Background: an optimization exercise with open tools, aiming at small area, a short achievable clock period and few clock cycles per item. Do not read the settings as production practice.
At most, simulation tests tie the RTL to the original design; equivalence was not proved.

Setup of P:
==> flow/design.v <==
package ldpc_code_pkg;
  localparam int code_n = 8;
  localparam int code_m = 4;
  localparam int row_w  = 2;
  typedef logic [row_w-1:0]  hb_row_t;
  typedef logic [code_n-1:0] bits_t;
  localparam logic [code_m*code_n-1:0] h_mask = {
    8'b1111_1111,
    8'b0100_1101,
    8'b0010_1011,
    8'b0001_0111
  };
endpackage
package ldpc_dec_pkg;
  localparam int llr_w   = 5;
  localparam int node_w  = 7;
  localparam int node_max = 63;
  localparam logic [2:0] cnorm_mul   = 3'd7;
  localparam int         cnorm_shift = 3;
  localparam int tag_w   = 4;
  localparam int niter_w = 4;
  localparam int err_w   = 4;
  typedef logic signed [llr_w-1:0]  llr_t;
  typedef logic signed [node_w-1:0] node_t;
endpackage
`timescale 1ns/1ns
module ldpc_dec_top (
  input  logic        iclk,
  input  logic        ireset,
  input  logic        start,
  input  logic [39:0] dec_llr,
  input  logic [3:0]  dec_tag,
  input  logic [3:0]  dec_niter,
  input  logic        dec_fmode,
  output logic        busy,
  output logic        out_val,
  output logic [7:0]  out_bits,
  output logic [3:0]  out_tag,
  output logic [3:0]  out_err,
  output logic        out_decfail
);
  localparam int slot_w = 6 + 6 + 3 + 8;
  logic              run_q;
  logic              oval_q;
  logic [1:0]        row_q;
  logic [3:0]        itc_q;
  logic [1:0]        unch_q;
  logic [7:0]        ts_q;
  logic [7:0][5:0]   tm_q;
  logic [slot_w-1:0] ring_q [4];
  logic [3:0]        tag_q;
  logic [3:0]        err_q;
  logic              decf_q;
  logic              accept;
  logic [7:0]        valid;
  assign busy    = run_q | oval_q;
  assign out_val = oval_q;
  assign accept  = start & ~busy;
  always_comb begin
    case (row_q)
      2'd0:    valid = 8'b0001_0111;
      2'd1:    valid = 8'b0010_1011;
      2'd2:    valid = 8'b0100_1101;
      default: valid = 8'b1111_1111;
    endcase
  end
  localparam logic [31:0] col_rows = {
    4'b1000, 4'b1100, 4'b1010, 4'b1001, 4'b1110, 4'b1101, 4'b1011, 4'b1111
  };
  function automatic logic lt7(input logic [6:0] a, input logic [6:0] b);
    logic [6:0] l, e;
    logic [3:0] l2, e2;
    logic [1:0] l4, e4;
    for (int n = 0; n < 7; n++) begin
      l[n] = ~a[n] & b[n];
      e[n] = ~a[n] | b[n];
    end
    for (int n = 0; n < 3; n++) begin
      l2[n] = l[2*n+1] | (e[2*n+1] & l[2*n]);
      e2[n] = l[2*n+1] | (e[2*n+1] & e[2*n]);
    end
    l2[3] = l[6];
    e2[3] = e[6];
    for (int n = 0; n < 2; n++) begin
      l4[n] = l2[2*n+1] | (e2[2*n+1] & l2[2*n]);
      e4[n] = l2[2*n+1] | (e2[2*n+1] & e2[2*n]);
    end
    lt7 = l4[1] | (e4[1] & l4[0]);
  endfunction
  function automatic logic [5:0] scale7(input logic [6:0] a);
    logic [6:0] t;
    t = a + {3'b111, ~a[6:3]} + {6'd0, ~(|a[2:0])};
    scale7 = t[6] ? 6'd63 : t[5:0];
  endfunction
  logic [5:0] om1, om2;
  logic [2:0] ok;
  logic [7:0] osg;
  assign om1 = ring_q[0][22:17];
  assign om2 = ring_q[0][16:11];
  assign ok  = ring_q[0][10:8];
  assign osg = ring_q[0][7:0];
  logic [7:0][6:0] av;
  logic [7:0]      sv;
  logic [7:0][5:0] sc;
  always_comb begin
    for (int i = 0; i < 8; i++) begin
      logic [5:0] mg;
      logic       p, q, same;
      logic [7:0] r;
      mg   = (ok == 3'(i)) ? om2 : om1;
      p    = ts_q[i];
      q    = ~osg[i];
      same = (p == q);
      r    = {2'b00, tm_q[i]} + (same ? {2'b00, mg} : ~{2'b00, mg}) + {7'd0, ~same};
      av[i] = (!same && r[7]) ? 7'(-r) : r[6:0];
      if (same)
        sv[i] = p & ((tm_q[i] != 6'd0) | (mg != 6'd0));
      else if (lt7({1'b0, mg}, {1'b0, tm_q[i]}))
        sv[i] = p;
      else if (lt7({1'b0, tm_q[i]}, {1'b0, mg}))
        sv[i] = q;
      else
        sv[i] = 1'b0;
      sc[i] = scale7(av[i]);
    end
  end
  logic [7:0] is_min, is_sec;
  always_comb begin
    for (int i = 0; i < 8; i++) begin
      logic one, two, b;
      one = 1'b0;
      two = 1'b0;
      for (int j = 0; j < 8; j++) begin
        if (j != i) begin
          b   = valid[j] & ((j < i) ? ~lt7(av[i], av[j]) : lt7(av[j], av[i]));
          two = two | (one & b);
          one = one | b;
        end
      end
      is_min[i] = valid[i] & ~one;
      is_sec[i] = valid[i] & one & ~two;
    end
  end
  logic [6:0] min1;
  logic [5:0] sc1, sc2;
  logic       svk;
  logic [2:0] kidx;
  logic [3:0] kcol;
  logic       sprod;
  always_comb begin
    min1 = '0;
    sc1  = '0;
    sc2  = '0;
    svk  = 1'b0;
    kidx = '0;
    kcol = '0;
    for (int i = 0; i < 8; i++) begin
      min1 = min1 | (is_min[i] ? av[i] : 7'd0);
      sc1  = sc1  | (is_min[i] ? sc[i] : 6'd0);
      sc2  = sc2  | (is_sec[i] ? sc[i] : 6'd0);
      svk  = svk  | (is_min[i] & sv[i]);
      kidx = kidx | (is_min[i] ? 3'(i) : 3'd0);
      kcol = kcol | (is_min[i] ? col_rows[4*i +: 4] : 4'd0);
    end
    sprod = ^(sv & valid);
  end
  logic [7:0]      nsg;
  logic [7:0]      nts;
  logic [7:0][5:0] ntm;
  logic [5:0]      xm;
  logic            xs;
  logic            flip;
  always_comb begin
    logic [7:0] xa;
    logic [7:0] xd;
    xa   = {1'b0, min1} + {2'b00, sc2};
    xd   = {1'b0, min1} - {2'b00, sc2};
    flip = sprod & (lt7(min1, {1'b0, sc2}) | (~lt7({1'b0, sc2}, min1) & svk));
    if (sprod)
      xm = xd[7] ? 6'(-xd) : xd[5:0];
    else
      xm = (xa[7] | xa[6]) ? 6'd63 : xa[5:0];
    xs = svk ^ flip;
  end
  always_comb begin
    for (int i = 0; i < 8; i++) begin
      logic [7:0] r;
      logic       sat;
      nsg[i] = sprod ^ sv[i];
      r   = {1'b0, av[i]} + (sprod ? ~{2'b00, sc1} : {2'b00, sc1}) + {7'd0, sprod};
      sat = sprod ? r[6] : (r[7] | r[6]);
      if (!valid[i]) begin
        nts[i] = ts_q[i];
        ntm[i] = tm_q[i];
      end
      else if (is_min[i]) begin
        nts[i] = xs;
        ntm[i] = xm;
      end
      else begin
        nts[i] = sv[i];
        ntm[i] = r[5:0] | {6{sat}};
      end
    end
  end
  logic [7:0] hb;
  logic [3:0] syn0, nsyn;
  logic [3:0] e0, nerr;
  logic       ck;
  logic       same;
  logic       sg_same;
  always_comb begin
    for (int i = 0; i < 8; i++)
      hb[i] = valid[i] ? sv[i] : ts_q[i];
    syn0[0] = ^(hb & 8'b0001_0111);
    syn0[1] = ^(hb & 8'b0010_1011);
    syn0[2] = ^(hb & 8'b0100_1101);
    syn0[3] = ^hb;
    nsyn = syn0 ^ (flip ? kcol : 4'd0);
    e0 = '0;
    ck = 1'b0;
    for (int i = 0; i < 8; i++) begin
      e0 = e0 + 4'(hb[i] ^ dec_llr[5*i+4]);
      ck = ck | (is_min[i] & (hb[i] ^ dec_llr[5*i+4]));
    end
    nerr = !flip ? e0 : ck ? e0 - 4'd1 : e0 + 4'd1;
    sg_same = 1'b1;
    for (int i = 0; i < 8; i++) begin
      if (valid[i] && nsg[i] != osg[i] && (is_min[i] ? (sc2 != 6'd0) : (sc1 != 6'd0)))
        sg_same = 1'b0;
    end
    same = (sc1 == om1) && (sc2 == om2) && ((kidx == ok) || (sc1 == sc2)) && sg_same;
  end
  logic last_row;
  logic stop;
  assign last_row = (row_q == 2'd3);
  assign stop     = (last_row && ((itc_q[3:1] == 3'd0) || (dec_fmode && nsyn == 4'd0))) ||
                    ((unch_q == 2'd3) && same);
  always_ff @(posedge iclk or posedge ireset) begin
    if (ireset) begin
      run_q  <= 1'b0;
      oval_q <= 1'b0;
    end
    else begin
      oval_q <= run_q & stop;
      if (accept)
        run_q <= 1'b1;
      else if (stop)
        run_q <= 1'b0;
    end
  end
  always_ff @(posedge iclk) begin
    for (int j = 0; j < 3; j++) begin
      ring_q[j][22:11] <= accept ? 12'd0 : ring_q[j+1][22:11];
      ring_q[j][10:0]  <= ring_q[j+1][10:0];
    end
    ring_q[3] <= {accept ? 12'd0 : {sc1, sc2}, kidx, nsg};
  end
  always_ff @(posedge iclk) begin
    tag_q  <= dec_tag;
    err_q  <= nerr;
    decf_q <= (nsyn != 4'd0);
    if (accept) begin
      row_q  <= 2'd0;
      itc_q  <= dec_niter;
      unch_q <= 2'd0;
      for (int i = 0; i < 8; i++) begin
        ts_q[i] <= dec_llr[5*i+4];
        tm_q[i] <= dec_llr[5*i+4] ? 6'd0 - {dec_llr[5*i+4], dec_llr[5*i +: 5]} : {1'b0, dec_llr[5*i +: 5]};
      end
    end
    else begin
      row_q <= row_q + 2'd1;
      if (last_row)
        itc_q <= itc_q - 4'd1;
      unch_q <= same ? unch_q + 2'd1 : 2'd0;
      ts_q   <= nts;
      tm_q   <= ntm;
    end
  end
  assign out_bits    = ts_q;
  assign out_tag     = tag_q;
  assign out_err     = err_q;
  assign out_decfail = decf_q;
endmodule
make LEC_CHECK=0 CAP_MARGIN=20 CORE_MARGIN=2 CORE_UTILIZATION=30 SLEW_MARGIN=20 finish   # period 20.0 ns
run.sh (not shown) runs the stock make flow with config.mk's settings and CLKGATE_MAP_FILE= SYNTH_SCRIPT=/design/flow/synth_recipe.tcl, a recipe that flattens the netlist after the stock synthesis.
Input-level comparison between Q and P:
-- flow/design.v --
<<< P, line 114
      r    = {2'b00, tm_q[i]} + (same ? {2'b00, mg} : ~{2'b00, mg}) + {7'd0, ~same};
      av[i] = (!same && r[7]) ? 7'(-r) : r[6:0];
      if (same)
        sv[i] = p & ((tm_q[i] != 6'd0) | (mg != 6'd0));
      else if (lt7({1'b0, mg}, {1'b0, tm_q[i]}))
        sv[i] = p;
      else if (lt7({1'b0, tm_q[i]}, {1'b0, mg}))
        sv[i] = q;
      else
        sv[i] = 1'b0;
      sc[i] = scale7(av[i]);
    end
>>> Q, line 114
      r    = {2'b00, tm_q[i]} + (same ? {2'b00, mg} : ~{2'b00, mg}) + {7'd0, ~same};
      av[i] = (!same && r[7]) ? 7'(-r) : r[6:0];
      sv[i] = (!same && r[7]) ? q : (p && r[6:0] != 7'd0);
      sc[i] = scale7(av[i]);
    end
Findings:
When Q is measured against P, its worst setup margin turns out 0.099 ns higher. Taking P as the reference, in Q hold slack did not really move, non-clock buffer count dropped about 2%. Between P and Q, the data required time of the critical path is higher for Q. The run showing the greater number of tap cells added at floorplan is P. P → Q: first-iteration DRC count about even; number of placed instances with taps included fell 123. Min part of the cycle the worst path needs across P and Q: Q. From P to Q the numbers moved as follows: global-route wire length before repair shrank by 2.3%; clock-pin slew on the worst setup and hold paths held steady; clock period minus final worst setup slack shrank by 0.099 ns.
Testbench counts of Q, summed over its fixed seeds: cycles 27,728, frames 2,400.
No functional check of the RTL was part of P.

-- static timing again, ports no longer ideal --
No port has a modelled driver above. Below, the same layouts with a new extraction and two added sets of constraints. Step 1 (the two cells are an assumption about what drives the block):
set clk [get_ports {iclk}]
set_driving_cell -lib_cell sky130_fd_sc_hd__clkbuf_16 $clk
set_driving_cell -lib_cell sky130_fd_sc_hd__buf_2 [delete_from_list [all_inputs] $clk]
Step 2 times the ports against the registers' clock, not the clock port: input delays grow and output delays shrink by t, the midpoint of the rising clock arrivals with the driver on. a / b / c = ideal ports / drivers / drivers and shift; a / b = the first two.
| run | shift t [ns] | setup slack, ns | hold slack, ns | latest minus earliest clock arrival (ns) |
|---|---|---|---|---|
| P | 0.530 | 8.104 / 8.104 / 8.104 | 0.327 / 0.327 / 0.327 | 0.016 / 0.015 |
| Q | 0.518 | 8.203 / 8.203 / 8.203 | 0.327 / 0.327 / 0.327 | 0.023 / 0.023 |
After both steps every run listed still meets setup and hold.
